What follows belongs to an exercise in optimizing a design on an open flow for small area, a short achievable clock period and few clock cycles per item; a production flow would make more cautious choices. Only simulation tests tie the RTL to the original design; equivalence was not proved. Power is estimated from default activity; no workload was simulated.

### flow/flow/run.sh
#!/bin/bash
# Layout flow: the standard ORFS flow (standard.sh), unchanged except for three settings of
# how the layout is made: the port buffers that buffer_ports inserts on every input and output
# are sky130_fd_sc_hd__buf_4 cells (the default choice is a slow delay buffer); the resizer may
# swap a cell for one of another footprint when it repairs timing (MATCH_CELL_FOOTPRINT=0); and
# the floorplan step, whose timing repair only has wire-load estimates, repairs with no extra
# setup margin (SETUP_SLACK_MARGIN=0) while the later repairs use config.mk's margin.
# The make output goes to flow_make_*.log in this folder; each ORFS step logs under orfs/logs/.
set -euo pipefail
ARGS=(MATCH_CELL_FOOTPRINT=0 "BUFFER_PORTS_ARGS=-buffer_cell sky130_fd_sc_hd__buf_4")
bash standard.sh "${ARGS[@]}" SETUP_SLACK_MARGIN=0 floorplan > flow_make_floorplan.log 2>&1
bash standard.sh "${ARGS[@]}" finish > flow_make_finish.log 2>&1
### flow/standard.sh
#!/bin/bash
# synth_recipe.tcl (not shown) runs the flow's synth.tcl, then flattens the netlist and writes it again
# the make line also repeats each setting of config.mk as NAME=value (left out here)
make -C /OpenROAD-flow-scripts/flow DESIGN_CONFIG=/design/flow/config.mk WORK_HOME=/design/flow/orfs CLKGATE_MAP_FILE= SYNTH_SCRIPT=/design/flow/synth_recipe.tcl "${@:-finish}"
### flow/config.mk
export PLATFORM = sky130hd
export DESIGN_NAME = front_middle_back_queue_top
export DESIGN_NICKNAME = front_middle_back_queue_top
export VERILOG_FILES = /design/flow/design.v
export SDC_FILE = /design/flow/constraint.sdc
export NUM_CORES = 4
export LEC_CHECK = 0
export CAP_MARGIN = 20
export CORE_MARGIN = 2
export CORE_UTILIZATION = 40
export SETUP_SLACK_MARGIN = 3.5
export SLEW_MARGIN = 20
export TNS_END_PERCENT = 5
### flow/constraint.sdc
create_clock -name core_clock -period 7.0 [get_ports {clk}]
set_input_delay 1.4000 -clock core_clock [delete_from_list [all_inputs] [get_ports {clk}]]
set_output_delay 1.4000 -clock core_clock [all_outputs]
set_load 0.01 [all_outputs]
### flow/design.v
package fmbq_pkg;
    localparam int FUNC_W = 3;
    localparam int VAL_W  = 32;
    localparam int STAT_W = 2;
    localparam int IN_W   = ((VAL_W + 7) / 8) * 8;
    localparam logic [FUNC_W-1:0] FN_PUSH_FRONT  = 3'd0;
    localparam logic [FUNC_W-1:0] FN_PUSH_MIDDLE = 3'd1;
    localparam logic [FUNC_W-1:0] FN_PUSH_BACK   = 3'd2;
    localparam logic [FUNC_W-1:0] FN_POP_FRONT   = 3'd3;
    localparam logic [FUNC_W-1:0] FN_POP_MIDDLE  = 3'd4;
    localparam logic [FUNC_W-1:0] FN_POP_BACK    = 3'd5;
    localparam logic [STAT_W-1:0] ST_DONE  = 2'd0;
    localparam logic [STAT_W-1:0] ST_EMPTY = 2'd1;
    localparam logic [STAT_W-1:0] ST_FULL  = 2'd2;
endpackage
module fmbq_half #(
    parameter int N = 32,
    parameter int W = 32,
    localparam int AW = $clog2(N)
) (
    input  logic         clk,
    input  logic         rst_n,
    input  logic         wr_head,        
    input  logic         wr_tail,        
    input  logic         pop_head,       
    input  logic         pop_top,        
    input  logic         wr_head_next,   
    input  logic         wr_tail_next,   
    input  logic         rd_head_next,   
    input  logic [W-1:0] wd,
    output logic [W-1:0] rd_val
);
    logic [AW-1:0] h_reg, t_reg, h_nx, t_nx;
    logic [N-1:0]  h_oh, t_oh;   
    logic [N-1:0]  r_oh, w_oh;   
    logic [W-1:0]  mem [N];
    always_comb
    begin
        h_nx = h_reg;
        if (wr_head)
            h_nx = h_reg - AW'(1);
        else if (pop_head)
            h_nx = h_reg + AW'(1);
        t_nx = t_reg;
        if (wr_tail)
            t_nx = t_reg + AW'(1);
        else if (pop_top)
            t_nx = t_reg - AW'(1);
        for (int i = 0; i < N; i++)
        begin
            h_oh[i] = (h_nx == AW'(i));
            t_oh[i] = (t_nx == AW'(i));
        end
    end
    always_ff @(posedge clk or negedge rst_n)
    begin
        if (!rst_n)
        begin
            h_reg <= '0;
            t_reg <= '0;
        end
        else
        begin
            h_reg <= h_nx;
            t_reg <= t_nx;
        end
    end
    always_ff @(posedge clk)
    begin
        for (int i = 0; i < N; i++)
        begin
            r_oh[i] <= rd_head_next ? h_oh[i] : t_oh[(i + 1) % N];
            w_oh[i] <= (wr_head_next && h_oh[(i + 1) % N]) || (wr_tail_next && t_oh[i]);
        end
    end
    for (genvar i = 0; i < N; i++)
    begin : g_slot
        always_ff @(posedge clk)
        begin
            if (w_oh[i])
                mem[i] <= wd;
        end
    end
    always_comb
    begin
        rd_val = '0;
        for (int i = 0; i < N; i++)
            rd_val = rd_val | ({W{r_oh[i]}} & mem[i]);
    end
endmodule
module fmbq_datapath #(
    parameter int DEPTH = 64,
    localparam int CW = $clog2(DEPTH + 1),
    localparam int OUT_W = ((fmbq_pkg::VAL_W + CW + 7) / 8) * 8
) (
    input  logic                         clk,
    input  logic                         rst_n,
    input  logic [fmbq_pkg::FUNC_W-1:0]  s_tuser,
    input  logic [fmbq_pkg::IN_W-1:0]    s_tdata,
    output logic [OUT_W-1:0]             m_tdata,
    output logic [fmbq_pkg::STAT_W-1:0]  m_tuser,
    input  logic                         take,
    input  logic                         fire,
    input  logic                         fire_next,
    input  logic                         ld0_res,
    input  logic                         ld0_s1
);
    localparam int VW = fmbq_pkg::VAL_W;
    localparam int RW = fmbq_pkg::STAT_W + CW + VW;
    function automatic logic [3:0] writes(input logic [fmbq_pkg::FUNC_W-1:0] f,
                                          input logic o, input logic e, input logic n1,
                                          input logic fl);
        logic pf, pm, pb, qf, qb;
        pf = (f == fmbq_pkg::FN_PUSH_FRONT) && !fl;
        pm = (f == fmbq_pkg::FN_PUSH_MIDDLE) && !fl;
        pb = (f == fmbq_pkg::FN_PUSH_BACK) && !fl;
        qf = (f == fmbq_pkg::FN_POP_FRONT) && !e;
        qb = (f == fmbq_pkg::FN_POP_BACK) && !e;
        writes = {pf && !e, o && (pm || pb || (qf && !n1)), pb, !o && (pm || pf || qb)};
    endfunction
    logic [fmbq_pkg::FUNC_W-1:0] fn_reg, fn_next;
    logic [VW-1:0]               din_reg;
    assign fn_next = take ? s_tuser : fn_reg;
    always_ff @(posedge clk)
    begin
        fn_reg <= fn_next;
        if (take)
            din_reg <= s_tdata[VW-1:0];
    end
    logic [CW-1:0] n_reg, n_next, n_upd;
    logic          odd, empty, one, full;
    logic          empty_next, one_next, full_next;
    logic          empty_upd, one_upd, full_upd;
    logic          inc, dec;
    assign odd = n_reg[0];
    logic is_pf, is_pm, is_pb, is_qf, is_qm, is_qb;
    logic push_f, push_m, push_b, pop_f, pop_m, pop_b;
    assign is_pf = (fn_reg == fmbq_pkg::FN_PUSH_FRONT);
    assign is_pm = (fn_reg == fmbq_pkg::FN_PUSH_MIDDLE);
    assign is_pb = (fn_reg == fmbq_pkg::FN_PUSH_BACK);
    assign is_qf = (fn_reg == fmbq_pkg::FN_POP_FRONT);
    assign is_qm = (fn_reg == fmbq_pkg::FN_POP_MIDDLE);
    assign is_qb = (fn_reg == fmbq_pkg::FN_POP_BACK);
    assign push_f = fire && is_pf && !full;
    assign push_m = fire && is_pm && !full;
    assign push_b = fire && is_pb && !full;
    assign pop_f  = fire && is_qf && !empty;
    assign pop_m  = fire && is_qm && !empty;
    assign pop_b  = fire && is_qb && !empty;
    logic          f_wr_head, f_wr_tail, f_pop_head, f_pop_top;
    logic          b_wr_head, b_wr_tail, b_pop_head, b_pop_top;
    logic [3:0]    wr_now, wr_next;
    logic [VW-1:0] f_wd, b_wd;
    logic [VW-1:0] f_rd, b_rd;
    assign wr_now  = fire ? writes(fn_reg, odd, empty, one, full) : 4'b0000;
    assign wr_next = fire_next ? writes(fn_next, n_upd[0], empty_upd, one_upd, full_upd) :
                                 4'b0000;
    assign {f_wr_head, f_wr_tail, b_wr_head, b_wr_tail} = wr_now;
    assign f_pop_head = pop_f && !one;
    assign f_pop_top  = !odd && !empty && (push_f || pop_m || pop_b);
    assign b_pop_head = pop_b;
    assign b_pop_top  = odd && (push_b || pop_m || pop_f);
    logic f_wd_din, b_wd_din;
    always_ff @(posedge clk)
    begin
        f_wd_din <= (fn_next == fmbq_pkg::FN_PUSH_FRONT) || (fn_next == fmbq_pkg::FN_PUSH_MIDDLE);
        b_wd_din <= (fn_next == fmbq_pkg::FN_PUSH_BACK) || (fn_next == fmbq_pkg::FN_PUSH_MIDDLE) ||
                    empty_upd;
    end
    assign f_wd = f_wd_din ? din_reg : b_rd;
    assign b_wd = b_wd_din ? din_reg : f_rd;
    fmbq_half #(.N(DEPTH / 2), .W(VW)) u_f (
        .clk          (clk),
        .rst_n        (rst_n),
        .wr_head      (f_wr_head),
        .wr_tail      (f_wr_tail),
        .pop_head     (f_pop_head),
        .pop_top      (f_pop_top),
        .wr_head_next (wr_next[3]),
        .wr_tail_next (wr_next[2]),
        .rd_head_next (fn_next == fmbq_pkg::FN_POP_FRONT),
        .wd           (f_wd),
        .rd_val       (f_rd)
    );
    fmbq_half #(.N(DEPTH / 2), .W(VW)) u_b (
        .clk          (clk),
        .rst_n        (rst_n),
        .wr_head      (b_wr_head),
        .wr_tail      (b_wr_tail),
        .pop_head     (b_pop_head),
        .pop_top      (b_pop_top),
        .wr_head_next (wr_next[1]),
        .wr_tail_next (wr_next[0]),
        .rd_head_next (fn_next == fmbq_pkg::FN_POP_BACK),
        .wd           (b_wd),
        .rd_val       (b_rd)
    );
    logic [VW-1:0]               r_val;
    logic [fmbq_pkg::STAT_W-1:0] r_st;
    logic                        is_push, is_pop;
    assign is_push = is_pf || is_pm || is_pb;
    assign is_pop  = is_qf || is_qm || is_qb;
    assign inc = is_push && !full;
    assign dec = is_pop && !empty;
    always_comb
    begin
        n_next     = n_reg;
        empty_next = empty;
        one_next   = one;
        full_next  = full;
        if (inc)
        begin
            n_next     = n_reg + CW'(1);
            empty_next = 1'b0;
            one_next   = empty;
            full_next  = (n_reg == CW'(DEPTH - 1));
        end
        else if (dec)
        begin
            n_next     = n_reg - CW'(1);
            empty_next = one;
            one_next   = (n_reg == CW'(2));
            full_next  = 1'b0;
        end
        r_st = fmbq_pkg::ST_DONE;
        if (is_push && full)
            r_st = fmbq_pkg::ST_FULL;
        else if (is_pop && empty)
            r_st = fmbq_pkg::ST_EMPTY;
        r_val = '0;
        if (is_pop)
        begin
            if (empty)
                r_val = '1;
            else if (is_qb || (is_qm && odd) || one)
                r_val = b_rd;
            else
                r_val = f_rd;
        end
    end
    assign n_upd     = fire ? n_next : n_reg;
    assign empty_upd = fire ? empty_next : empty;
    assign one_upd   = fire ? one_next : one;
    assign full_upd  = fire ? full_next : full;
    always_ff @(posedge clk or negedge rst_n)
    begin
        if (!rst_n)
        begin
            n_reg <= '0;
            empty <= 1'b1;
            one   <= 1'b0;
            full  <= 1'b0;
        end
        else
        begin
            n_reg <= n_upd;
            empty <= empty_upd;
            one   <= one_upd;
            full  <= full_upd;
        end
    end
    logic [RW-1:0] res, slot0, slot1;
    logic          hold0;
    assign res   = {r_st, n_next, r_val};
    assign hold0 = !ld0_res && !ld0_s1;
    always_ff @(posedge clk)
    begin
        if (fire)
            slot1 <= res;
        slot0 <= ({RW{ld0_res}} & res) | ({RW{ld0_s1}} & slot1) | ({RW{hold0}} & slot0);
    end
    assign m_tdata = OUT_W'(slot0[CW+VW-1:0]);
    assign m_tuser = slot0[RW-1:CW+VW];
endmodule
module fmbq_ctrl (
    input  logic clk,
    input  logic rst_n,
    input  logic s_tvalid,
    output logic s_tready,
    input  logic m_tready,
    output logic m_tvalid,
    output logic take,       
    output logic fire,       
    output logic fire_next,  
    output logic ld0_res,    
    output logic ld0_s1      
);
    logic op_valid;
    logic oc1;               
    logic oc2;               
    logic op_valid_next, oc1_next, oc2_next;
    assign s_tready = !op_valid || !oc2;
    assign take     = s_tvalid && s_tready;
    assign fire     = op_valid && !oc2;
    assign m_tvalid = oc1;
    assign ld0_res  = fire && (!oc1 || m_tready);
    assign ld0_s1   = oc2 && m_tready;
    assign op_valid_next = take || (op_valid && !fire);
    assign oc1_next      = fire || oc2 || (oc1 && !m_tready);
    assign oc2_next      = (oc2 && !m_tready) || (fire && oc1 && !m_tready);
    assign fire_next     = op_valid_next && !oc2_next;
    always_ff @(posedge clk or negedge rst_n)
    begin
        if (!rst_n)
        begin
            op_valid <= 1'b0;
            oc1      <= 1'b0;
            oc2      <= 1'b0;
        end
        else
        begin
            op_valid <= op_valid_next;
            oc1      <= oc1_next;
            oc2      <= oc2_next;
        end
    end
endmodule
module front_middle_back_queue_top #(
    parameter int DEPTH = 64,
    localparam int CW = $clog2(DEPTH + 1),
    localparam int OUT_W = ((fmbq_pkg::VAL_W + CW + 7) / 8) * 8
) (
    input  logic                         clk,
    input  logic                         rst_n,
    input  logic                         s_tvalid,
    output logic                         s_tready,
    input  logic [fmbq_pkg::IN_W-1:0]    s_tdata,
    input  logic [fmbq_pkg::FUNC_W-1:0]  s_tuser,
    output logic                         m_tvalid,
    input  logic                         m_tready,
    output logic [OUT_W-1:0]             m_tdata,
    output logic [fmbq_pkg::STAT_W-1:0]  m_tuser
);
    logic take, fire, fire_next, ld0_res, ld0_s1;
    fmbq_ctrl u_ctrl (
        .clk      (clk),
        .rst_n    (rst_n),
        .s_tvalid (s_tvalid),
        .s_tready (s_tready),
        .m_tready (m_tready),
        .m_tvalid (m_tvalid),
        .take     (take),
        .fire      (fire),
        .fire_next (fire_next),
        .ld0_res   (ld0_res),
        .ld0_s1    (ld0_s1)
    );
    fmbq_datapath #(
        .DEPTH (DEPTH)
    ) u_datapath (
        .clk      (clk),
        .rst_n    (rst_n),
        .s_tuser  (s_tuser),
        .s_tdata  (s_tdata),
        .m_tdata  (m_tdata),
        .m_tuser  (m_tuser),
        .take     (take),
        .fire      (fire),
        .fire_next (fire_next),
        .ld0_res   (ld0_res),
        .ld0_s1    (ld0_s1)
    );
endmodule
==> results by group, run 1 <==
CTS
  • Reg clk slew, reported paths: around 0.07 ns
  • Root buffer cell: clkbuf_16
  • CTS Buffer Depth: 3
  • CTS H-tree lvls: 4
  • # clock sinks: 2328
  • Later-pin clock latency in the skew report: 0.89 ns
  • Cts bufs inserted: 219
  • CTS tree: done
  • CTS Hold Bufs: 0

Hold path
  • Worst hold path class: in -> async

Critical path
  • Largest stage delay on the critical path: 0.88 ns
  • Worst-path fanout max: 25
  • CP max stage cell: or4_1
  • Critical Path AT: 4.16 ns
  • Worst setup path startpoint: u_ctrl.oc2
  • R2R Setup Slk: between 3 and 4 ns
  • Cell Chain, Critical Path: nand2b_4 > inv_8 > o311a_1 > a31o_1 > xor2_2 > or4_1 > o32ai_1
  • Data required time of the worst path: 7.77 ns
  • Kind of cell adding the most delay to the critical path: simple AND/OR/NAND/NOR gates
  • Critical path capture point type: register
  • Worst Path Buf+Inv: 1
  • CP Class: reg -> reg
  • Worst R2R Start: u_ctrl.oc2
  • Worst setup SP type: register

Detailed routing
  • Remaining DRCs: 0
  • Final ANT Viol Nets: 0
  • Initial DRC Count: slightly below 9000
  • Vias: 53317
  • Drt first pass iters: 8
  • WL final: 303000 um
  • Routed WL per cell: roughly 37 um
  • Via-to-Cell Ratio: approximately 6.6

Die
  • DIE AREA: between 200000 and 250000 um^2
  • Initial Util: 0.403
  • Die Span X: 464 um
  • Vert. Die Dim: 464 um
  • IO Pins: 83
  • Placeable core area: 210000 um^2
  • Row Count: 168

Timing
  • Fin crit period: about 3.4 ns
  • Tcrit/Tclk final: 0.484
  • Final hold vios: 0
  • Setup_tns: 0 ns
  • Setup violations, final: 0
  • Max frequency: 295 MHz
  • Final Max Tran Viols: 0
  • Slew Limit Headroom: 0.300
  • RSZ-0062 raised after global routing: yes
  • Slew @ Worst Pin: roughly 1.0 ns
  • Hold slack: 0.469 ns
  • Clk_skew: 0.0358 ns

Synthesis
  • Synth Net Count: 4991
  • Mean Syn Cell Area: around 17 um^2
  • Mapped Area: around 85000 um^2
  • Asr flop ratio synth: 0.0142
  • Synth top area cells: edfxtp_1, a22oi_1, dfxtp_1, nand4_1, nand2_1
  • Leading area contributor after synthesis: edfxtp_1
  • Distinct cells, synth: 90
  • Synth Warn #: 4
  • Seq/Total Area, Yosys: 0.803
  • EDFF count, synth: between 2000 and 2500
  • Seq cells post-synth: 2328
  • Synth Instances: 4941
  • Ys flop type: edfxtp_1
  • Area fraction of the dominant cell type after synthesis: 0.752

Finish
  • Commonest non-fill, non-tap cell in the layout: edfxtp_1
  • Biggest regs: u_datapath.u_b.mem x1024, u_datapath.u_f.mem x1024
  • Final net count: 5166
  • Layout fillers: 17811
  • Share of cells above drive strength 1: 0.143
  • Area growth, synth to finish: 13.2%
  • Final Cell Area: 95900 um^2
  • Commonest cells after routing, fill and taps aside: edfxtp_1, a22oi_1, nand2_1

Place
  • Port Buffer Count: 81
  • Final HPWL DP: between 100000 and 150000 um
  • RePlAce Congestion: 0.834
  • Dpl cell area: 89000 um^2

Power
  • Max VDD drop: 0.444 mV
  • Total power: 48.8 mW
  • Static Leak: 30.4 nW
  • Pwr dens: roughly 500 nW/um^2

Global route
  • Vias in the first global route: 50418
  • Largest net degree at the start of global routing: 42
  • Initial antenna violation count: 8
  • First-pass GRT wire length: between 400000 and 500000 um
  • Remaining global-route overflow: 0
  • GRT Util Overall: 0.273

Run
  • Max-cap violations: 0

Outcome
  • Outcome: complete, no violations
[per-layer routing]
layer / GRT usage / wire, um / vias to the layer above
met4: 0.126 / 15400 / 6
met5: 0 / 40 / -
li1: - / - / 20754
met1: 0.386 / 114000 / 27617
met2: 0.406 / 133000 / 4307
met3: 0.0562 / 40000 / 633
[what timing repair did]
action	4_1_cts	5_1_grt
setup buffers	0	0
pin swaps	0	0
gates resized for setup	12	10
setup endpoints to repair	114	119
[Yosys cell counts, types with 13 or more instances]
cell type and count:
a21oi_1 48, a22oi_1 1065, clkbuf_1 232, dfrtp_1 32
dfxtp_1 174, edfxtp_1 2121, inv_1 21, mux2_2 65
mux2i_1 13, nand2_1 247, nand3_1 112, nand4_1 204
nor2_1 128, nor3_1 73, o21ai_0 46, o22ai_1 72
o32ai_1 58, or3_1 15, xnor2_1 14
[layout make-up]
class / instances / area [um^2] / share of cell area
tap: 2805 / 3510 / 0.0366
inverter: 30 / 120 / 0.00125
timing repair buffer: 219 / 1660 / 0.0173
clock inverter: 111 / 908 / 0.00947
clock buffer: 297 / 5900 / 0.0615
antenna: 1 / 2.50 / 0.0000261
multi-input combinational: 2318 / 15600 / 0.163
sequential: 2328 / 68200 / 0.711
[worst paths after layout]
path                                      endpoint  cells past startpoint
min                        u_datapath.u_b.t_reg[3]                      1
max                         u_datapath.u_b.w_oh[6]                      7
min reg2reg                   u_datapath.slot0[35]                      2
max in group asynchronous         u_datapath.empty                      1
max reg2reg                 u_datapath.u_b.w_oh[6]                      7
min in group core_clock       u_datapath.slot0[35]                      2
[cell families (layout without fill, tap and decap cells)]
logic type / after synthesis / count (layout) / share of synthesized area
flops: 2328 / 2328 / 0.803
fa+ha+maj: 11 / 11 / 0.00162
xor+xnor: 24 / 24 / 0.00275
mux: 79 / 79 / 0.0103
buf+inv: 295 / 657 / 0.0139
compound gates: 1349 / 1349 / 0.118
other cells: 1 / 2 / 0.0000443
simple gates: 854 / 854 / 0.0510
[stage by stage]
step	util	cells	setup WS [ns]
6_report	0.457	8109	3.61
5_1_grt	0.457	8109	3.45
4_1_cts	0.457	8108	3.33
3_5_place_dp	0.424	7700	2.21
3_3_place_gp	0.424	7700	2.32
2_1_floorplan	-	4941	3.09
[where the power goes]
part           internal, mW  total (mW)  switching (mW)
clock network          6.19        11.4            5.22
logic                  2.69        14.6            11.9
registers              22.0        22.7           0.775
Testbench counts, summed over its fixed seeds: cycles 12,016, items 12,000.
==> inputs of run 2 (changes only) <==
--- a/flow/config.mk
+++ b/flow/config.mk
@@ -8,6 +8,6 @@
 export CAP_MARGIN = 20
 export CORE_MARGIN = 2
 export CORE_UTILIZATION = 40
-export SETUP_SLACK_MARGIN = 3.5
+export SETUP_SLACK_MARGIN = 4.5
 export SLEW_MARGIN = 20
 export TNS_END_PERCENT = 5
==> run 2 against run 1 <==
Highest routed layer unchanged. Clock skew rose by 0.0075 ns. Largest power group unchanged. Area after synthesis did not move. Maximum frequency rose by 15%. Flip-flop and latch count did not move. Synthesized cell count did not move. Routed wire length rose by 2.0%. Cell count rose by 1.6%. Critical path type is now reg -> out. Still clean on timing, DRC and antenna. Sequential power barely moved. Power rose by 2.4%. Non-clock buffer count rose by 122. Via count rose by 2.1%. Sequential share of layout area fell by 1.8 points.
==> results by group, run 2 <==
Critical path
  • Kind of cell adding the most delay to the critical path: flip-flops (was simple AND/OR/NAND/NOR gates)
  • Worst R2R Start: u_datapath.u_f.r_oh[29] (was u_ctrl.oc2)
  • Worst Path Buf+Inv: 1 (unchanged)
  • Cell Chain, Critical Path: buf_4 (was nand2b_4 > inv_8 > o311a_1 > a31o_1 > xor2_2 > or4_1 > o32ai_1)
  • Worst setup SP type: register (unchanged)
  • CP max stage cell: dfxtp_1 (was or4_1)
  • Critical Path AT: 1.56 ns (was 4.16 ns)
  • Worst setup path startpoint: u_datapath.slot0[26] (was u_ctrl.oc2)
  • CP Class: reg -> out (was reg -> reg)
  • Critical path capture point type: primary output (was register)
  • Data required time of the worst path: 5.60 ns (was 7.77 ns)
  • Largest stage delay on the critical path: 0.50 ns (was 0.88 ns)
  • Worst-path fanout max: 2 (was 25)

Place
  • Port Buffer Count: 81 (unchanged)
  • DP Worst Slack: 2.21 ns (unchanged)
  • Final HPWL DP: 147000 um (unchanged)
  • RePlAce Congestion: 0.834 (unchanged)

Timing
  • Setup violations, final: 0 (unchanged)
  • RSZ-0062 raised after global routing: yes (unchanged)
  • Slew @ Worst Pin: 1.06 ns (was 1.05 ns)
  • Final setup margin: 4.04 ns (was 3.61 ns)
  • Final Max Tran Viols: 0 (unchanged)
  • Fin crit period: 2.96 ns (was 3.39 ns)
  • Tcrit/Tclk final: 0.422 (was 0.484)
  • Clk_skew: 0.0433 ns (was 0.0358 ns)
  • Max frequency: 338 MHz (was 295 MHz)
  • Final hold vios: 0 (unchanged)
  • Slew Limit Headroom: 0.291 (was 0.300)
  • Setup_tns: 0 ns (unchanged)

Synthesis
  • Xor/xnor share of the synthesized area: 0.00275 (unchanged)
  • Seq/Total Area, Yosys: 0.803 (unchanged)
  • Seq cells post-synth: 2328 (unchanged)
  • Synth top cells by count: edfxtp_1, a22oi_1, nand2_1 (unchanged)
  • Synth Instances: 4941 (unchanged)
  • Synth top area cells: edfxtp_1, a22oi_1, dfxtp_1, nand4_1, nand2_1 (unchanged)
  • Mux cell area share after synthesis: 0.0103 (unchanged)
  • Compound-Gate Fraction of Synth Area: 0.118 (unchanged)
  • Leading area contributor after synthesis: edfxtp_1 (unchanged)
  • Mapped Area: 84700 um^2 (unchanged)
  • EDFF count, synth: 2121 (unchanged)
  • Asr flop ratio synth: 0.0142 (unchanged)
  • Area fraction of the dominant cell type after synthesis: 0.752 (unchanged)
  • Mean Syn Cell Area: 17.1 um^2 (unchanged)
  • Ys flop type: edfxtp_1 (unchanged)
  • Largest family of logic cells by synthesized area: compound AO/OA/AOI/OAI gates (unchanged)
  • Adder-Cell Fraction of Synth Area: 0.00162 (unchanged)
  • Area fraction in and, or, nand and nor cells after synthesis: 0.0510 (unchanged)
  • Most used standard cell by instance count after synthesis: edfxtp_1 (unchanged)
  • Distinct cells, synth: 90 (unchanged)
  • Synth Net Count: 4991 (unchanged)
  • Synth Warn #: 4 (unchanged)

Power
  • Max VDD drop: 0.467 mV (was 0.444 mV)
  • Static Leak: 31.4 nW (was 30.4 nW)
  • Pwr dens: 507 nW/um^2 (was 508 nW/um^2)

Detailed routing
  • Vias: 54431 (was 53317)
  • Via-to-Cell Ratio: 6.60 (was 6.58)
  • Metal2 WL: 137000 um (was 133000 um)
  • Final ANT Viol Nets: 0 (unchanged)
  • Remaining DRCs: 0 (unchanged)
  • Routed WL per cell: 37.5 um (was 37.3 um)
  • WL final: 309000 um (was 303000 um)
  • Top Layer Used: met5 (unchanged)
  • Drt first pass iters: 8 (unchanged)
  • Metal3 WL: 41500 um (was 40000 um)
  • Initial DRC Count: 9366 (was 8953)
  • Wl on met1: 114000 um (about the same)

Global route
  • GRT Util Overall: 0.278 (was 0.273)
  • Largest net degree at the start of global routing: 42 (unchanged)
  • Vias in the first global route: 51500 (was 50418)
  • Remaining global-route overflow: 0 (unchanged)
  • Initial antenna violation count: 9 (was 8)
  • First-pass GRT wire length: 416000 um (was 407000 um)

CTS
  • # clock sinks: 2328 (unchanged)
  • CTS tree: done (unchanged)
  • Root buffer cell: clkbuf_16 (unchanged)
  • Later-pin clock latency in the skew report: 0.89 ns (about the same)
  • CTS H-tree lvls: 4 (unchanged)
  • Reg clk slew, reported paths: 0.07 ns (about the same)
  • Cts bufs inserted: 219 (unchanged)
  • CTS Buffer Depth: 3 (unchanged)

Die
  • Placeable core area: 210000 um^2 (unchanged)
  • Die Span X: 464 um (unchanged)
  • DIE AREA: 216000 um^2 (unchanged)
  • IO Pins: 83 (unchanged)
  • Vert. Die Dim: 464 um (unchanged)
  • Row Count: 168 (unchanged)
  • Initial Util: 0.403 (unchanged)

Finish
  • Area growth, synth to finish: 16.3% (was 13.2%)
  • Commonest cells after routing, fill and taps aside: edfxtp_1, a22oi_1, buf_4 (was edfxtp_1, a22oi_1, nand2_1)
  • Final net count: 5296 (was 5166)
  • Biggest regs: u_datapath.u_b.mem x1024, u_datapath.u_f.mem x1024 (unchanged)
  • Share of cells above drive strength 1: 0.196 (was 0.143)
  • Commonest non-fill, non-tap cell in the layout: edfxtp_1 (unchanged)
  • Final Util: 0.469 (was 0.457)

Hold path
  • Worst hold path class: in -> async (unchanged)

Run
  • Max-cap violations: 0 (unchanged)

Outcome
  • Outcome: complete, no violations (unchanged)
[run 2: cell counts after synthesis]
Identical to the previous run, type by type.
[run 2: cell type report]
| class | count | area [um^2] |
|---|---|---|
| antenna | 3 | 7.51 |
| clock buffer | 297 | 5900 |
| clock inverter | 111 | 908 |
| fill | 17507 | 111000 |
| inverter | 30 | 138 |
| multi-input combinational | 2324 | 17000 |
| sequential | 2328 | 68200 |
| tap | 2805 | 3510 |
| timing repair buffer | 341 | 2820 |
| timing repair inverter | 2 | 16.3 |
[run 2: where the power goes]
group	internal, mW	switching (mW)	total, mW
Combinational	3.29	12.5	15.7
Sequential	22.0	0.799	22.8
Clock	6.19	5.23	11.4
[run 2: cell families after synthesis]
family,after synthesis
AO/OA/AOI/OAI,1349
XOR/XNOR,24
adder cells (fa/ha/maj),11
buffers and inverters,295
flip-flops,2328
multiplexers,79
other,1
AND/OR/NAND/NOR,854
[run 2: path summary, 6_finish.rpt]
kind | endpoint | slack [ns] | cells after the start
worst max-delay path | m_tdata[26] | 4.04 | 1
worst min register to register | u_datapath.slot0[35] | 0.47 | 2
max in group asynchronous | u_ctrl.oc2 | 6.14 | 1
worst max register to register | u_datapath.slot1[29] | 4.06 | 7
worst min-delay path | u_datapath.u_b.t_reg[3] | 0.47 | 1
min in group core_clock | u_datapath.slot0[35] | 0.47 | 2
[run 2: repair_timing]
| action | in CTS | in global routing |
|---|---|---|
| gates resized for setup | 290 | 34 |
| gates cloned | 10 | 2 |
| hold buffers | 0 | 0 |
| setup endpoints to repair | 2276 | 2285 |
| pin swaps | 92 | 1 |
| setup buffers | 110 | 8 |
[run 2: metal layers]
metal | vias up | track usage
met5 | - | 0
met1 | 28147 | 0.391
met3 | 718 | 0.0574
met4 | 6 | 0.129
li1 | 21043 | -
met2 | 4517 | 0.416
[run 2: stage by stage]
stage          hold WS, ns  total power, mW  instances  cell area [um^2]
2_1_floorplan        0.446             30.1       4941             84700
3_3_place_gp         0.461             36.8       7700             89000
3_5_place_dp         0.461             37.2       7700             89000
4_1_cts              0.446             49.2       8228             98300
5_1_grt              0.479             51.0       8239             98500
6_report             0.472             49.9       8241             98500
==> inputs of run 3 (changes only) <==
--- a/flow/config.mk
+++ b/flow/config.mk
@@ -8,6 +8,8 @@
 export CAP_MARGIN = 20
 export CORE_MARGIN = 2
 export CORE_UTILIZATION = 40
+export CTS_CLUSTER_DIAMETER = 100
+export CTS_CLUSTER_SIZE = 30
 export SETUP_SLACK_MARGIN = 4.5
 export SLEW_MARGIN = 20
 export TNS_END_PERCENT = 5
==> run 3 against run 2 <==
Global-route usage shrank 0.65 points. First-iteration DRC count grew 3.8%. Still clean. Via count shrank 1.8%. Critical path type is now reg -> reg. Critical endpoint is now u_datapath.slot1[29]. Highest routed layer unchanged. Clock skew grew 0.018 ns. Clock power shrank 42%.
==> results by group, run 3 <==
Timing
  • Setup_tns: 0 ns (unchanged)
  • Fin crit period: 2.93 ns (was 2.96 ns)
  • Clk_skew: 0.0618 ns (was 0.0433 ns)
  • RSZ-0062 raised after global routing: yes (unchanged)
  • Setup violations, final: 0 (unchanged)
  • Max frequency: 342 MHz (was 338 MHz)
  • Final setup margin: 4.07 ns (was 4.04 ns)
  • Tcrit/Tclk final: 0.418 (was 0.422)
  • Final Max Tran Viols: 0 (unchanged)
  • Slew Limit Headroom: 0.292 (was 0.291)
  • Final hold vios: 0 (unchanged)
  • Slew @ Worst Pin: 1.06 ns (about the same)

CTS
  • # clock sinks: 2328 (unchanged)
  • Root buffer cell: clkbuf_16 (unchanged)
  • Later-pin clock latency in the skew report: 0.78 ns (was 0.89 ns)
  • Reg clk slew, reported paths: 0.11 ns (was 0.07 ns)
  • CTS tree: done (unchanged)
  • CTS Buffer Depth: 3 (unchanged)
  • CTS Hold Bufs: 0 (unchanged)
  • CTS H-tree lvls: 3 (was 4)
  • Cts bufs inserted: 88 (was 219)

Die
  • DIE AREA: 216000 um^2 (unchanged)
  • Vert. Die Dim: 464 um (unchanged)
  • Die Span X: 464 um (unchanged)
  • Placeable core area: 210000 um^2 (unchanged)
  • IO Pins: 83 (unchanged)
  • Initial Util: 0.403 (unchanged)
  • Row Count: 168 (unchanged)

Critical path
  • RR Endpoint: u_datapath.slot1[29] (unchanged)
  • FF-to-FF path depth: 7 (unchanged)
  • CP max stage cell: a21oi_1 (was dfxtp_1)
  • Worst R2R Start: u_datapath.u_f.r_oh[29] (unchanged)
  • Critical Path AT: 3.44 ns (was 1.56 ns)
  • CP Class: reg -> reg (was reg -> out)
  • R2R Setup Slk: 4.07 ns (was 4.06 ns)
  • Critical path capture point type: register (was primary output)
  • Worst-path fanout max: 22 (was 2)
  • Largest stage delay on the critical path: 0.55 ns (was 0.50 ns)
  • Worst setup path startpoint: u_datapath.u_f.r_oh[29] (was u_datapath.slot0[26])
  • Worst setup SP type: register (unchanged)
  • Cell Chain, Critical Path: buf_4 > a22oi_1 > nand4_1 > nor3_1 > nand3_1 > a21oi_1 > nor2_1 (was buf_4)
  • Worst Setup EP: u_datapath.slot1[29] (was m_tdata[26])
  • Data required time of the worst path: 7.52 ns (was 5.60 ns)

Hold path
  • Worst hold path class: reg -> reg (was in -> async)
  • Hold_sp: u_datapath.slot0[35]

Place
  • Port Buffer Count: 81 (unchanged)
  • DP Worst Slack: 2.21 ns (unchanged)
  • RePlAce Congestion: 0.834 (unchanged)
  • Dpl cells: 7700 (unchanged)
  • Final HPWL DP: 147000 um (unchanged)

Global route
  • GRT Util Overall: 0.272 (was 0.278)
  • Largest net degree at the start of global routing: 42 (unchanged)
  • Initial antenna violation count: 7 (was 9)
  • First-pass GRT wire length: 406000 um (was 416000 um)
  • Vias in the first global route: 49610 (was 51500)
  • Remaining global-route overflow: 0 (unchanged)

Power
  • Clk network pwr share: 0.148 (was 0.229)
  • Logic pwr share: 0.347 (was 0.315)
  • Max VDD drop: 0.431 mV (was 0.467 mV)
  • Sequential share of power: 0.505 (was 0.456)
  • Pint: 27.7 mW (was 31.5 mW)
  • Switching Share: 0.385 (was 0.370)
  • Total power: 45.0 mW (was 49.9 mW)
  • Pwr dens: 478 nW/um^2 (was 507 nW/um^2)
  • NetSw: 17.4 mW (was 18.5 mW)
  • Static Leak: 29.3 nW (was 31.4 nW)

Synthesis
  • Ys flop type: edfxtp_1 (unchanged)
  • Area fraction of the dominant cell type after synthesis: 0.752 (unchanged)
  • Synth top area cells: edfxtp_1, a22oi_1, dfxtp_1, nand4_1, nand2_1 (unchanged)
  • Mapped Area: 84700 um^2 (unchanged)
  • EDFF count, synth: 2121 (unchanged)
  • Synth top cells by count: edfxtp_1, a22oi_1, nand2_1 (unchanged)
  • Synth Net Count: 4991 (unchanged)
  • Leading area contributor after synthesis: edfxtp_1 (unchanged)
  • Synth Instances: 4941 (unchanged)
  • Asr flop ratio synth: 0.0142 (unchanged)
  • Seq/Total Area, Yosys: 0.803 (unchanged)
  • Most used standard cell by instance count after synthesis: edfxtp_1 (unchanged)
  • Distinct cells, synth: 90 (unchanged)
  • Synth Warn #: 4 (unchanged)
  • Mean Syn Cell Area: 17.1 um^2 (unchanged)
  • Seq cells post-synth: 2328 (unchanged)

Finish
  • Area growth, synth to finish: 11.1% (was 16.3%)
  • Share of cells above drive strength 1: 0.167 (was 0.196)
  • Biggest regs: u_datapath.u_b.mem x1024, u_datapath.u_f.mem x1024 (unchanged)
  • Commonest cells after routing, fill and taps aside: edfxtp_1, a22oi_1, buf_4 (unchanged)
  • Final net count: 5166 (was 5296)
  • Commonest non-fill, non-tap cell in the layout: edfxtp_1 (unchanged)
  • Cell Count, Final, Fillers Out: 7992 (was 8241)

Detailed routing
  • Routed WL per cell: 38.2 um (was 37.5 um)
  • Drt first pass iters: 6 (was 8)
  • Vias: 53459 (was 54431)
  • WL final: 306000 um (was 309000 um)
  • Remaining DRCs: 0 (unchanged)
  • Final ANT Viol Nets: 0 (unchanged)
  • Via-to-Cell Ratio: 6.69 (was 6.60)
  • Initial DRC Count: 9721 (was 9366)

Outcome
  • Outcome: complete, no violations (unchanged)

Run
  • Max-cap violations: 0 (unchanged)
-- run 3: what timing repair did --
item,in CTS,in global routing
hold endpoints to repair,0,0
setup buffers,55,64
pin swaps,9,49
endpoints found under the setup margin,2153,2283
resized for setup,121,183
gates cloned,6,6
-- run 3: worst min path at each step --
stage                                 to  slack [ns]  depth (start not counted)
floorplan           u_datapath.slot0[35]        0.45                          2
global placement    u_datapath.slot0[35]        0.46                          2
detailed placement  u_datapath.slot0[35]        0.46                          2
CTS                 u_datapath.slot0[21]        0.49                          2
global route        u_datapath.slot0[21]        0.51                          2
finish              u_datapath.slot0[35]        0.48                          2
-- run 3: routing by layer --
metal  track usage  vias to the layer above  part of all wire
li1              -                    20621                 -
met1         0.388                    27904              0.38
met2         0.411                     4303              0.45
met3        0.0448                      625              0.13
met4         0.121                        6             0.049
met5             0                        -           0.00011
-- run 3: per-stage QoR --
step	utilization	cell area, um^2	hold WS, ns
5_1_grt	0.448	94100	0.507
6_report	0.448	94100	0.483
3_5_place_dp	0.424	89000	0.461
4_1_cts	0.441	92600	0.487
3_3_place_gp	0.424	89000	0.461
2_1_floorplan	-	84700	0.446
-- run 3: final cells by class --
cell class,instances,area (um^2)
tap,2805,3510
inverter,30,135
timing repair buffer,342,2780
sequential,2328,68200
fill,17918,116000
clock inverter,6,71.3
clock buffer,151,2500
multi-input combinational,2324,16900
timing repair inverter,2,16.3
antenna,4,10.0
-- run 3: power groups by stage --
stage / Clock, mW / Sequential (mW) / Combinational (mW)
after floorplan: 0 / 22.5 / 7.53
after global placement: 0 / 23.0 / 13.8
after detailed placement: 0 / 23.0 / 14.2
after CTS: 6.65 / 22.7 / 14.5
after global routing: 7.08 / 22.8 / 16.1
final: 6.65 / 22.8 / 15.6
-- run 3: cells by family (layout without fill, tap and decap cells) --
logic type               after synthesis  after routing  synth area share
flip-flops                          2328           2328             0.803
AO/OA/AOI/OAI                       1349           1351             0.118
AND/OR/NAND/NOR                      854            856            0.0510
buffers and inverters                295            531            0.0139
multiplexers                          79             81            0.0103
XOR/XNOR                              24             24           0.00275
adder cells (fa/ha/maj)               11             11           0.00162
other                                  1              5         0.0000443
-- run 3: worst max-delay path, delay by kind of cell, from the launching register on --
family,cells,cell delay [ns]
DFF,1,0.54
AOI/OAI and AO/OA,2,0.81
buffers and inverters,1,0.42
and+or+nand+nor,4,0.90
==> inputs of run 4 (changes only) <==
--- a/flow/design.v
+++ b/flow/design.v
@@ -31,6 +31,7 @@
     output logic [W-1:0] rd_val
 );
     logic [AW-1:0] h_reg, t_reg, h_nx, t_nx;
+    logic [N-1:0]  h_dec, t_dec;
     logic [N-1:0]  h_oh, t_oh;   
     logic [N-1:0]  r_oh, w_oh;   
     logic [W-1:0]  mem [N];
@@ -48,9 +49,19 @@
             t_nx = t_reg - AW'(1);
         for (int i = 0; i < N; i++)
         begin
-            h_oh[i] = (h_nx == AW'(i));
-            t_oh[i] = (t_nx == AW'(i));
+            h_dec[i] = (h_reg == AW'(i));
+            t_dec[i] = (t_reg == AW'(i));
         end
+        h_oh = h_dec;
+        if (wr_head)
+            h_oh = {h_dec[0], h_dec[N-1:1]};
+        else if (pop_head)
+            h_oh = {h_dec[N-2:0], h_dec[N-1]};
+        t_oh = t_dec;
+        if (wr_tail)
+            t_oh = {t_dec[N-2:0], t_dec[N-1]};
+        else if (pop_top)
+            t_oh = {t_dec[0], t_dec[N-1:1]};
     end
     always_ff @(posedge clk or negedge rst_n)
     begin
--- a/flow/config.mk
+++ b/flow/config.mk
@@ -8,8 +8,6 @@
 export CAP_MARGIN = 20
 export CORE_MARGIN = 2
 export CORE_UTILIZATION = 40
-export CTS_CLUSTER_DIAMETER = 100
-export CTS_CLUSTER_SIZE = 30
-export SETUP_SLACK_MARGIN = 4.5
+export SETUP_SLACK_MARGIN = 3.5
 export SLEW_MARGIN = 20
 export TNS_END_PERCENT = 5
==> run 4 against run 3 <==
Clock power grew 79%. Non-clock buffer count is 37 lower. Largest cell class unchanged. Sequential share of layout area down 3.1 points. Core utilization rose by 1.1 points. Still clean. Largest power group unchanged.
==> results by group, run 4 <==
Outcome
  • Outcome: complete, no violations (unchanged)

Die
  • Vert. Die Dim: 467 um (was 464 um)
  • Placeable core area: 214000 um^2 (was 210000 um^2)
  • Die Span X: 467 um (was 464 um)
  • DIE AREA: 219000 um^2 (was 216000 um^2)
  • IO Pins: 83 (unchanged)
  • Initial Util: 0.401 (was 0.403)
  • Row Count: 170 (was 168)

Power
  • Switching Share: 0.341 (was 0.385)
  • Total power: 45.1 mW (was 45.0 mW)
  • NetSw: 15.4 mW (was 17.4 mW)
  • Max VDD drop: 0.321 mV (was 0.431 mV)
  • Sequential share of power: 0.467 (was 0.505)
  • Clk network pwr share: 0.263 (was 0.148)
  • Static Leak: 30.6 nW (was 29.3 nW)
  • Pwr dens: 458 nW/um^2 (was 478 nW/um^2)
  • Logic pwr share: 0.270 (was 0.347)
  • Pint: 29.7 mW (was 27.7 mW)

Finish
  • Cell Count, Final, Fillers Out: 8381 (was 7992)
  • Share of cells above drive strength 1: 0.155 (was 0.167)
  • Final Util: 0.459 (was 0.448)
  • Area growth, synth to finish: 14.4% (was 11.1%)
  • Final Cell Area: 98300 um^2 (was 94100 um^2)
  • Final net count: 5422 (was 5166)
  • Commonest cells after routing, fill and taps aside: edfxtp_1, a22oi_1, buf_4 (unchanged)
  • Commonest non-fill, non-tap cell in the layout: edfxtp_1 (unchanged)
  • Biggest regs: u_datapath.u_b.mem x1024, u_datapath.u_f.mem x1024 (unchanged)

Place
  • Final HPWL DP: 152000 um (was 147000 um)
  • Dpl cells: 7967 (was 7700)
  • RePlAce Congestion: 0.843 (was 0.834)
  • Port Buffer Count: 81 (unchanged)
  • DP Worst Slack: 2.90 ns (was 2.21 ns)
  • Dpl cell area: 91100 um^2 (was 89000 um^2)

Synthesis
  • Synth Net Count: 5206 (was 4991)
  • Distinct cells, synth: 79 (was 90)
  • Seq/Total Area, Yosys: 0.792 (was 0.803)
  • Area fraction of the dominant cell type after synthesis: 0.741 (was 0.752)
  • Asr flop ratio synth: 0.0142 (unchanged)
  • Leading area contributor after synthesis: edfxtp_1 (unchanged)
  • Most used standard cell by instance count after synthesis: edfxtp_1 (unchanged)
  • Seq cells post-synth: 2328 (unchanged)
  • Synth top area cells: edfxtp_1, a22oi_1, dfxtp_1, nand4_1, clkbuf_1 (was edfxtp_1, a22oi_1, dfxtp_1, nand4_1, nand2_1)
  • Mapped Area: 85900 um^2 (was 84700 um^2)
  • Mean Syn Cell Area: 16.7 um^2 (was 17.1 um^2)
  • Synth top cells by count: edfxtp_1, a22oi_1, clkbuf_1 (was edfxtp_1, a22oi_1, nand2_1)
  • Synth Instances: 5136 (was 4941)
  • Synth Warn #: 4 (unchanged)
  • Ys flop type: edfxtp_1 (unchanged)
  • EDFF count, synth: 2121 (unchanged)

Global route
  • First-pass GRT wire length: 415000 um (was 406000 um)
  • GRT Util Overall: 0.273 (was 0.272)
  • Initial antenna violation count: 6 (was 7)
  • Remaining global-route overflow: 0 (unchanged)
  • Largest net degree at the start of global routing: 52 (was 42)
  • Vias in the first global route: 52230 (was 49610)

Detailed routing
  • WL final: 306000 um (about the same)
  • Vias: 55523 (was 53459)
  • Final ANT Viol Nets: 0 (unchanged)
  • Routed WL per cell: 36.6 um (was 38.2 um)
  • Remaining DRCs: 0 (unchanged)
  • Via-to-Cell Ratio: 6.62 (was 6.69)
  • Drt first pass iters: 5 (was 6)
  • Initial DRC Count: 9533 (was 9721)

Critical path
  • Worst R2R Start: u_ctrl.oc2 (was u_datapath.u_f.r_oh[29])
  • CP max stage cell: nor4_1 (was a21oi_1)
  • Critical Path AT: 4.18 ns (was 3.44 ns)
  • Data required time of the worst path: 7.78 ns (was 7.52 ns)
  • Worst-path fanout max: 51 (was 22)
  • Cell Chain, Critical Path: nand2b_1 > inv_2 > buf_6 > a22o_1 > nor2_1 > nor4_1 > nand2b_1 > o22ai_1 (was buf_4 > a22oi_1 > nand4_1 > nor3_1 > nand3_1 > a21oi_1 > nor2_1)
  • Worst setup SP type: register (unchanged)
  • R2R Setup Slk: 3.61 ns (was 4.07 ns)
  • Largest stage delay on the critical path: 0.87 ns (was 0.55 ns)
  • Critical path capture point type: register (unchanged)
  • Most used cell, CP: nand2b_1
  • CP Class: reg -> reg (unchanged)
  • RR Endpoint: u_datapath.u_f.w_oh[20] (was u_datapath.slot1[29])
  • FF-to-FF path depth: 8 (was 7)

Timing
  • Max frequency: 295 MHz (was 342 MHz)
  • Clk_skew: 0.0764 ns (was 0.0618 ns)
  • RSZ-0062 raised after global routing: yes (unchanged)
  • Slew @ Worst Pin: 1.18 ns (was 1.06 ns)
  • Setup violations, final: 0 (unchanged)
  • Final hold vios: 0 (unchanged)
  • Tcrit/Tclk final: 0.485 (was 0.418)
  • Final Max Tran Viols: 0 (unchanged)
  • Final setup margin: 3.61 ns (was 4.07 ns)
  • Slew Limit Headroom: 0.205 (was 0.292)
  • Hold slack: 0.473 ns (was 0.483 ns)
  • Setup_tns: 0 ns (unchanged)
  • Fin crit period: 3.39 ns (was 2.93 ns)

CTS
  • Cts bufs inserted: 221 (was 88)
  • Reg clk slew, reported paths: 0.06 ns (was 0.11 ns)
  • CTS Hold Bufs: 0 (unchanged)
  • Root buffer cell: clkbuf_16 (unchanged)
  • CTS H-tree lvls: 4 (was 3)
  • CTS tree: done (unchanged)
  • CTS Buffer Depth: 3 (unchanged)
  • # clock sinks: 2328 (unchanged)
  • Later-pin clock latency in the skew report: 0.89 ns (was 0.78 ns)

Hold path
  • Hold_sp: u_datapath.slot1[32] (was u_datapath.slot0[35])
  • Cells on Worst Hold Path: 2 (unchanged)
  • WHS Endpoint: u_datapath.slot0[32] (was u_datapath.slot0[35])
  • Worst hold path class: reg -> reg (unchanged)

Run
  • Max-cap violations: 0 (unchanged)
## run 4: kinds of logic after synthesis
family,Yosys count,share of synthesized area
compound gates,1469,0.124
mux,100,0.0118
simple gates,808,0.0492
other cells,1,0.0000436
xor+xnor,25,0.00255
fa+ha+maj,31,0.00451
flops,2328,0.792
buf+inv,374,0.0168
## run 4: critical path: cells and delay by family, from the launching register on
family | cells | cell delay [ns]
DFF | 1 | 0.51
buffers and inverters | 2 | 0.64
and+or+nand+nor | 4 | 1.60
AOI/OAI and AO/OA | 2 | 0.53
## run 4: area by class of cell
cell class	count	area [um^2]
Multi-Input combinational cell	2434	16900
Inverter	62	234
Timing Repair Buffer	305	2290
Sequential cell	2328	68200
Fill cell	18326	116000
Tap cell	2838	3550
Clock buffer	277	5810
Antenna cell	4	10.0
Clock inverter	133	1300
## run 4: routing by layer
metal,vias to the layer above,wire length (um),track usage,part of all wire
met4,2,15100,0.120,0.049
met2,4567,137000,0.414,0.45
met5,-,15,0,0.000049
met3,704,41100,0.0544,0.13
li1,21617,-,-,-
met1,28633,114000,0.383,0.37
## run 4: worst max-delay path by stage
stage                         start                      end  depth (start not counted)
5_1_grt        u_datapath.fn_reg[1]   u_datapath.u_b.w_oh[8]                          6
6_report                 u_ctrl.oc2  u_datapath.u_f.w_oh[20]                          8
3_5_place_dp               s_tvalid  u_datapath.u_f.w_oh[20]                          9
3_3_place_gp               s_tvalid  u_datapath.u_b.w_oh[17]                          7
4_1_cts                  u_ctrl.oc2   u_datapath.u_b.w_oh[4]                          7
2_1_floorplan              s_tvalid  u_datapath.u_f.w_oh[13]                          8
## run 4: power by group through the flow
stage	Sequential, mW	Combinational, mW	Clock, mW
floorplan	20.9	5.84	0
global placement	21.2	11.7	0
detailed placement	21.3	11.9	0
CTS	21.0	12.0	11.9
global route	21.0	12.8	12.4
finish	21.0	12.2	11.9
## run 4: repair_timing
item                                   CTS  global route
gates resized for setup                  1             1
setup endpoints to repair               11            75
endpoints found under the hold margin    0             0
buffers inserted                         0             0
Testbench counts of run 4, summed over its fixed seeds: cycles 12,016, items 12,000.
==> inputs of run 5 (changes only) <==
--- a/flow/design.v
+++ b/flow/design.v
@@ -26,6 +26,7 @@
     input  logic         pop_top,        
     input  logic         wr_head_next,   
     input  logic         wr_tail_next,   
+    input  logic         fire,           
     input  logic         rd_head_next,   
     input  logic [W-1:0] wd,
     output logic [W-1:0] rd_val
@@ -88,7 +89,7 @@
     begin : g_slot
         always_ff @(posedge clk)
         begin
-            if (w_oh[i])
+            if (w_oh[i] && fire)
                 mem[i] <= wd;
         end
     end
@@ -129,6 +130,17 @@
         qb = (f == fmbq_pkg::FN_POP_BACK) && !e;
         writes = {pf && !e, o && (pm || pb || (qf && !n1)), pb, !o && (pm || pf || qb)};
     endfunction
+    function automatic logic [3:0] drops(input logic [fmbq_pkg::FUNC_W-1:0] f,
+                                         input logic o, input logic e, input logic n1,
+                                         input logic fl);
+        logic pf, pb, qf, qm, qb;
+        pf = (f == fmbq_pkg::FN_PUSH_FRONT) && !fl;
+        pb = (f == fmbq_pkg::FN_PUSH_BACK) && !fl;
+        qf = (f == fmbq_pkg::FN_POP_FRONT) && !e;
+        qm = (f == fmbq_pkg::FN_POP_MIDDLE) && !e;
+        qb = (f == fmbq_pkg::FN_POP_BACK) && !e;
+        drops = {qf && !n1, !o && !e && (pf || qm || qb), qb, o && (pb || qm || qf)};
+    endfunction
     logic [fmbq_pkg::FUNC_W-1:0] fn_reg, fn_next;
     logic [VW-1:0]               din_reg;
     assign fn_next = take ? s_tuser : fn_reg;
@@ -145,32 +157,37 @@
     logic          inc, dec;
     assign odd = n_reg[0];
     logic is_pf, is_pm, is_pb, is_qf, is_qm, is_qb;
-    logic push_f, push_m, push_b, pop_f, pop_m, pop_b;
     assign is_pf = (fn_reg == fmbq_pkg::FN_PUSH_FRONT);
     assign is_pm = (fn_reg == fmbq_pkg::FN_PUSH_MIDDLE);
     assign is_pb = (fn_reg == fmbq_pkg::FN_PUSH_BACK);
     assign is_qf = (fn_reg == fmbq_pkg::FN_POP_FRONT);
     assign is_qm = (fn_reg == fmbq_pkg::FN_POP_MIDDLE);
     assign is_qb = (fn_reg == fmbq_pkg::FN_POP_BACK);
-    assign push_f = fire && is_pf && !full;
-    assign push_m = fire && is_pm && !full;
-    assign push_b = fire && is_pb && !full;
-    assign pop_f  = fire && is_qf && !empty;
-    assign pop_m  = fire && is_qm && !empty;
-    assign pop_b  = fire && is_qb && !empty;
     logic          f_wr_head, f_wr_tail, f_pop_head, f_pop_top;
     logic          b_wr_head, b_wr_tail, b_pop_head, b_pop_top;
-    logic [3:0]    wr_now, wr_next;
+    logic [3:0]    wr_now, wr_next, dr_now, dr_next;
     logic [VW-1:0] f_wd, b_wd;
     logic [VW-1:0] f_rd, b_rd;
-    assign wr_now  = fire ? writes(fn_reg, odd, empty, one, full) : 4'b0000;
-    assign wr_next = fire_next ? writes(fn_next, n_upd[0], empty_upd, one_upd, full_upd) :
+    logic [3:0] wr_cls;
+    assign wr_cls  = writes(fn_next, n_upd[0], empty_upd, one_upd, full_upd);
+    assign wr_next = fire_next ? wr_cls : 4'b0000;
+    assign dr_next = fire_next ? drops(fn_next, n_upd[0], empty_upd, one_upd, full_upd) :
                                  4'b0000;
+    always_ff @(posedge clk or negedge rst_n)
+    begin
+        if (!rst_n)
+        begin
+            wr_now <= 4'b0000;
+            dr_now <= 4'b0000;
+        end
+        else
+        begin
+            wr_now <= wr_next;
+            dr_now <= dr_next;
+        end
+    end
     assign {f_wr_head, f_wr_tail, b_wr_head, b_wr_tail} = wr_now;
-    assign f_pop_head = pop_f && !one;
-    assign f_pop_top  = !odd && !empty && (push_f || pop_m || pop_b);
-    assign b_pop_head = pop_b;
-    assign b_pop_top  = odd && (push_b || pop_m || pop_f);
+    assign {f_pop_head, f_pop_top, b_pop_head, b_pop_top} = dr_now;
     logic f_wd_din, b_wd_din;
     always_ff @(posedge clk)
     begin
@@ -187,8 +204,9 @@
         .wr_tail      (f_wr_tail),
         .pop_head     (f_pop_head),
         .pop_top      (f_pop_top),
-        .wr_head_next (wr_next[3]),
-        .wr_tail_next (wr_next[2]),
+        .wr_head_next (wr_cls[3]),
+        .wr_tail_next (wr_cls[2]),
+        .fire         (fire),
         .rd_head_next (fn_next == fmbq_pkg::FN_POP_FRONT),
         .wd           (f_wd),
         .rd_val       (f_rd)
@@ -200,8 +218,9 @@
         .wr_tail      (b_wr_tail),
         .pop_head     (b_pop_head),
         .pop_top      (b_pop_top),
-        .wr_head_next (wr_next[1]),
-        .wr_tail_next (wr_next[0]),
+        .wr_head_next (wr_cls[1]),
+        .wr_tail_next (wr_cls[0]),
+        .fire         (fire),
         .rd_head_next (fn_next == fmbq_pkg::FN_POP_BACK),
         .wd           (b_wd),
         .rd_val       (b_rd)
@@ -300,8 +319,9 @@
     logic oc1;               
     logic oc2;               
     logic op_valid_next, oc1_next, oc2_next;
-    assign s_tready = !op_valid || !oc2;
-    assign take     = s_tvalid && s_tready;
+    logic ready;             
+    assign s_tready = ready;
+    assign take     = s_tvalid && ready;
     assign fire     = op_valid && !oc2;
     assign m_tvalid = oc1;
     assign ld0_res  = fire && (!oc1 || m_tready);
@@ -317,12 +337,14 @@
             op_valid <= 1'b0;
             oc1      <= 1'b0;
             oc2      <= 1'b0;
+            ready    <= 1'b1;
         end
         else
         begin
             op_valid <= op_valid_next;
             oc1      <= oc1_next;
             oc2      <= oc2_next;
+            ready    <= !op_valid_next || !oc2_next;
         end
     end
 endmodule
--- a/flow/config.mk
+++ b/flow/config.mk
@@ -8,6 +8,8 @@
 export CAP_MARGIN = 20
 export CORE_MARGIN = 2
 export CORE_UTILIZATION = 40
+export CTS_CLUSTER_DIAMETER = 100
+export CTS_CLUSTER_SIZE = 30
 export SETUP_SLACK_MARGIN = 3.5
 export SLEW_MARGIN = 20
 export TNS_END_PERCENT = 5
==> run 5 against run 4 <==
Still clean on timing, DRC and antenna. Design area down 3.7%. Area after synthesis grew 1.1%. Sequential power is 2% higher. Flip-flop and latch count is 9 higher. Maximum frequency fell by 3.0%. Non-clock buffer count fell by 3. Hold slack gained 0.034 ns. Global-route usage is 0.79 points lower. Clock-buffer cell count shrank 159. Clock power is 45% lower. Critical endpoint is now u_datapath.u_b.mem[27][20]. Largest cell class unchanged.
==> results by group, run 5 <==
Timing
  • RSZ-0062 raised after global routing: yes (unchanged)
  • Hold slack: 0.507 ns (was 0.473 ns)
  • Tcrit/Tclk final: 0.500 (was 0.485)
  • Max frequency: 286 MHz (was 295 MHz)
  • Fin crit period: 3.50 ns (was 3.39 ns)
  • Setup violations, final: 0 (unchanged)
  • Final setup margin: 3.50 ns (was 3.61 ns)
  • Final hold vios: 0 (unchanged)
  • Slew Limit Headroom: 0.136 (was 0.205)
  • Setup_tns: 0 ns (unchanged)
  • Clk_skew: 0.0412 ns (was 0.0764 ns)
  • Slew @ Worst Pin: 1.28 ns (was 1.18 ns)
  • Final Max Tran Viols: 0 (unchanged)

CTS
  • Later-pin clock latency in the skew report: 0.78 ns (was 0.89 ns)
  • CTS H-tree lvls: 3 (was 4)
  • Reg clk slew, reported paths: 0.12 ns (was 0.06 ns)
  • CTS Hold Bufs: 0 (unchanged)
  • Root buffer cell: clkbuf_16 (unchanged)
  • CTS tree: done (unchanged)
  • Setup Fix Bufs, Post-CTS: 0 (unchanged)
  • CTS Buffer Depth: 3 (unchanged)
  • # clock sinks: 2337 (was 2328)
  • Cts bufs inserted: 88 (was 221)

Synthesis
  • Synth top area cells: edfxtp_1, a22oi_1, dfxtp_1, nand4_1, clkbuf_1 (unchanged)
  • Asr flop ratio synth: 0.0180 (was 0.0142)
  • Distinct cells, synth: 85 (was 79)
  • Ys flop type: edfxtp_1 (unchanged)
  • Area fraction in and, or, nand and nor cells after synthesis: 0.0536 (was 0.0492)
  • EDFF count, synth: 2121 (unchanged)
  • Seq/Total Area, Yosys: 0.786 (was 0.792)
  • Synth Instances: 5191 (was 5136)
  • Synth Warn #: 4 (unchanged)
  • Largest family of logic cells by synthesized area: compound AO/OA/AOI/OAI gates (unchanged)
  • Leading area contributor after synthesis: edfxtp_1 (unchanged)
  • Area fraction of the dominant cell type after synthesis: 0.734 (was 0.741)
  • Seq cells post-synth: 2337 (was 2328)
  • Compound-Gate Fraction of Synth Area: 0.119 (was 0.124)
  • Mapped Area: 86800 um^2 (was 85900 um^2)
  • Most used standard cell by instance count after synthesis: edfxtp_1 (unchanged)
  • Synth top cells by count: edfxtp_1, a22oi_1, clkbuf_1 (unchanged)
  • Adder-Cell Fraction of Synth Area: 0.00447 (was 0.00451)
  • Mean Syn Cell Area: 16.7 um^2 (about the same)
  • Mux cell area share after synthesis: 0.0174 (was 0.0118)
  • Synth Net Count: 5261 (was 5206)
  • Xor/xnor share of the synthesized area: 0.00261 (was 0.00255)

Finish
  • Commonest non-fill, non-tap cell in the layout: edfxtp_1 (unchanged)
  • Commonest cells after routing, fill and taps aside: edfxtp_1, a22oi_1, buf_4 (unchanged)
  • Final net count: 5341 (was 5422)
  • Biggest regs: u_datapath.u_b.mem x1024, u_datapath.u_f.mem x1024 (unchanged)
  • Share of cells above drive strength 1: 0.133 (was 0.155)
  • Area growth, synth to finish: 8.95% (was 14.4%)

Detailed routing
  • Initial DRC Count: 9187 (was 9533)
  • Remaining DRCs: 0 (unchanged)
  • WL final: 304000 um (was 306000 um)
  • Drt first pass iters: 6 (was 5)
  • Vias: 54029 (was 55523)
  • Via-to-Cell Ratio: 6.62 (about the same)
  • Final ANT Viol Nets: 0 (unchanged)
  • Routed WL per cell: 37.2 um (was 36.6 um)

Die
  • Placeable core area: 217000 um^2 (was 214000 um^2)
  • IO Pins: 83 (unchanged)
  • Die Span X: 470 um (was 467 um)
  • DIE AREA: 221000 um^2 (was 219000 um^2)
  • Vert. Die Dim: 470 um (was 467 um)
  • Initial Util: 0.401 (about the same)
  • Row Count: 171 (was 170)

Critical path
  • Cell Chain, Critical Path: nand2b_1 > inv_4 > buf_6 > and2_2 > buf_4 (was nand2b_1 > inv_2 > buf_6 > a22o_1 > nor2_1 > nor4_1 > nand2b_1 > o22ai_1)
  • Worst Path Buf+Inv: 3 (was 2)
  • Worst setup SP type: register (unchanged)
  • Critical Path AT: 3.89 ns (was 4.18 ns)
  • Largest stage delay on the critical path: 0.58 ns (was 0.87 ns)
  • Data required time of the worst path: 7.40 ns (was 7.78 ns)
  • Worst-path fanout max: 64 (was 51)
  • Critical path capture point type: register (unchanged)
  • CP Class: reg -> reg (unchanged)
  • CP max stage cell: buf_4 (was nor4_1)
  • Kind of cell adding the most delay to the critical path: buffers and inverters (was simple AND/OR/NAND/NOR gates)

Run
  • Max-cap violations: 0 (unchanged)

Global route
  • First-pass GRT wire length: 410000 um (was 415000 um)
  • Largest net degree at the start of global routing: 65 (was 52)
  • Initial antenna violation count: 5 (was 6)
  • Remaining global-route overflow: 0 (unchanged)
  • Vias in the first global route: 50415 (was 52230)
  • GRT Util Overall: 0.265 (was 0.273)

Power
  • Total power: 40.4 mW (was 45.1 mW)
  • Max VDD drop: 0.279 mV (was 0.321 mV)
  • Static Leak: 28.7 nW (was 30.6 nW)
  • Pwr dens: 427 nW/um^2 (was 458 nW/um^2)

Outcome
  • Outcome: complete, no violations (unchanged)

Place
  • RePlAce Congestion: 0.870 (was 0.843)
  • DP Worst Slack: 2.51 ns (was 2.90 ns)
  • Final HPWL DP: 159000 um (was 152000 um)
  • Port Buffer Count: 81 (unchanged)

Hold path
  • Worst hold path class: reg -> reg (unchanged)
[run 5: cell count changes after synthesis, sizes merged, moves of 23 or more]
cell / delta
nand2: -27
mux2: +34
o22ai: -23
o21ai: +29
and2: +55
nor3: -23
[run 5: area by class of cell]
cell class,instances,area [um^2]
multi-input combinational,2469,17600
sequential,2337,68300
timing repair buffer,302,2290
clock buffer,118,2420
inverter,73,282
tap,2854,3570
clock inverter,4,53.8
antenna,3,7.51
fill,18841,122000
[run 5: timing repair]
item / in CTS / in global routing
resized for setup: 4 / 3
setup endpoints to repair: 1035 / 141
gates cloned: 0 / 0
pin swaps: 1 / 0
[run 5: cell families (layout without fill, tap and decap cells)]
group                    count (synthesis)  after routing
AND/OR/NAND/NOR                        854            854
other                                    1              4
flip-flops                            2337           2337
buffers and inverters                  385            497
XOR/XNOR                                25             25
AO/OA/AOI/OAI                         1413           1413
adder cells (fa/ha/maj)                 31             31
multiplexers                           145            145
[run 5: worst register-to-register path, stage by stage (launching register included)]
cell      delay (ns)
dfrtp_1         0.45
nand2b_1        0.44
inv_4           0.50
buf_6           0.52
and2_2          0.58
buf_4           0.60
[run 5: path summary, 6_finish.rpt]
path	startpoint	endpoint	slack [ns]	depth (start not counted)
min in group asynchronous	rst_n	u_datapath.n_reg[6]	0.62	1
setup reg to reg	u_ctrl.oc2	u_datapath.u_b.mem[27][20]	3.50	5
hold / removal	u_datapath.slot1[39]	u_datapath.slot0[39]	0.51	2
setup / recovery	u_ctrl.oc2	u_datapath.u_b.mem[27][20]	3.50	5
max in group asynchronous	rst_n	u_datapath.dr_now[3]	5.91	1
hold reg to reg	u_datapath.slot1[39]	u_datapath.slot0[39]	0.51	2
[run 5: where the power goes]
part / switching [mW] / internal (mW) / total (mW)
Sequential: 1.16 / 20.2 / 21.4
Combinational: 9.31 / 3.18 / 12.5
Clock: 4.09 / 2.47 / 6.56
Total: 14.6 / 25.9 / 40.4
[run 5: per-stage QoR]
stage,instance area [um^2],util,cells
3_5_place_dp,92100,0.425,8034
4_1_cts,94500,0.437,8156
2_1_floorplan,86800,-,5191
5_1_grt,94600,0.437,8158
3_3_place_gp,92000,0.425,8034
6_report,94600,0.437,8160
[run 5: layer usage]
metal | GRT usage | vias up | wire length (um)
met2 | 0.407 | 4001 | 136000
met5 | 0 | - | 28
met1 | 0.368 | 28230 | 114000
met3 | 0.0492 | 572 | 38100
met4 | 0.121 | 4 | 15900
li1 | - | 21222 | -
Testbench counts of run 5, summed over its fixed seeds: cycles 12,016, items 12,000.

[port drivers added, routing unchanged]
The results above use ideal ports. As a check the final layouts listed here were re-extracted and re-timed, cells and wires unchanged.
Step 1, drivers: a clkbuf_16 drives clk and a buf_2 each remaining input, both assumed.
Step 2, shift: input delay + t, output delay - t, t = (earliest + latest rising clock arrival at the registers) / 2. This alone moves slack from input paths to output paths.
a / b / c = ideal / step 1 / step 2; a / b = the first two.
| run | t (ns) | setup WS [ns] | hold WS [ns] | worst setup path at the end | worst data-port slew with drivers (ns) |
|---|---|---|---|---|---|
| run 1 | 0.955 | 3.612 / 3.612 / 2.824 | 0.469 / 0.408 / 0.472 | input to register | 0.14 |
| run 2 | 0.951 | 4.043 / 3.962 / 3.363 | 0.472 / 0.415 / 0.472 | input to register | 0.14 |
| run 3 | 0.836 | 4.074 / 4.074 / 3.420 | 0.483 / 0.483 / 0.483 | input to register | 0.15 |
| run 4 | 0.939 | 3.606 / 3.606 / 2.815 | 0.473 / 0.432 / 0.473 | input to register | 0.23 |
| run 5 | 0.843 | 3.503 / 3.503 / 2.902 | 0.507 / 0.507 / 0.507 | input to register | 0.14 |
After both steps every run listed still meets setup and hold. The setup slack of run 4, which loses most, moves by 0.000 ns with the drivers and by -0.791 ns with both steps.
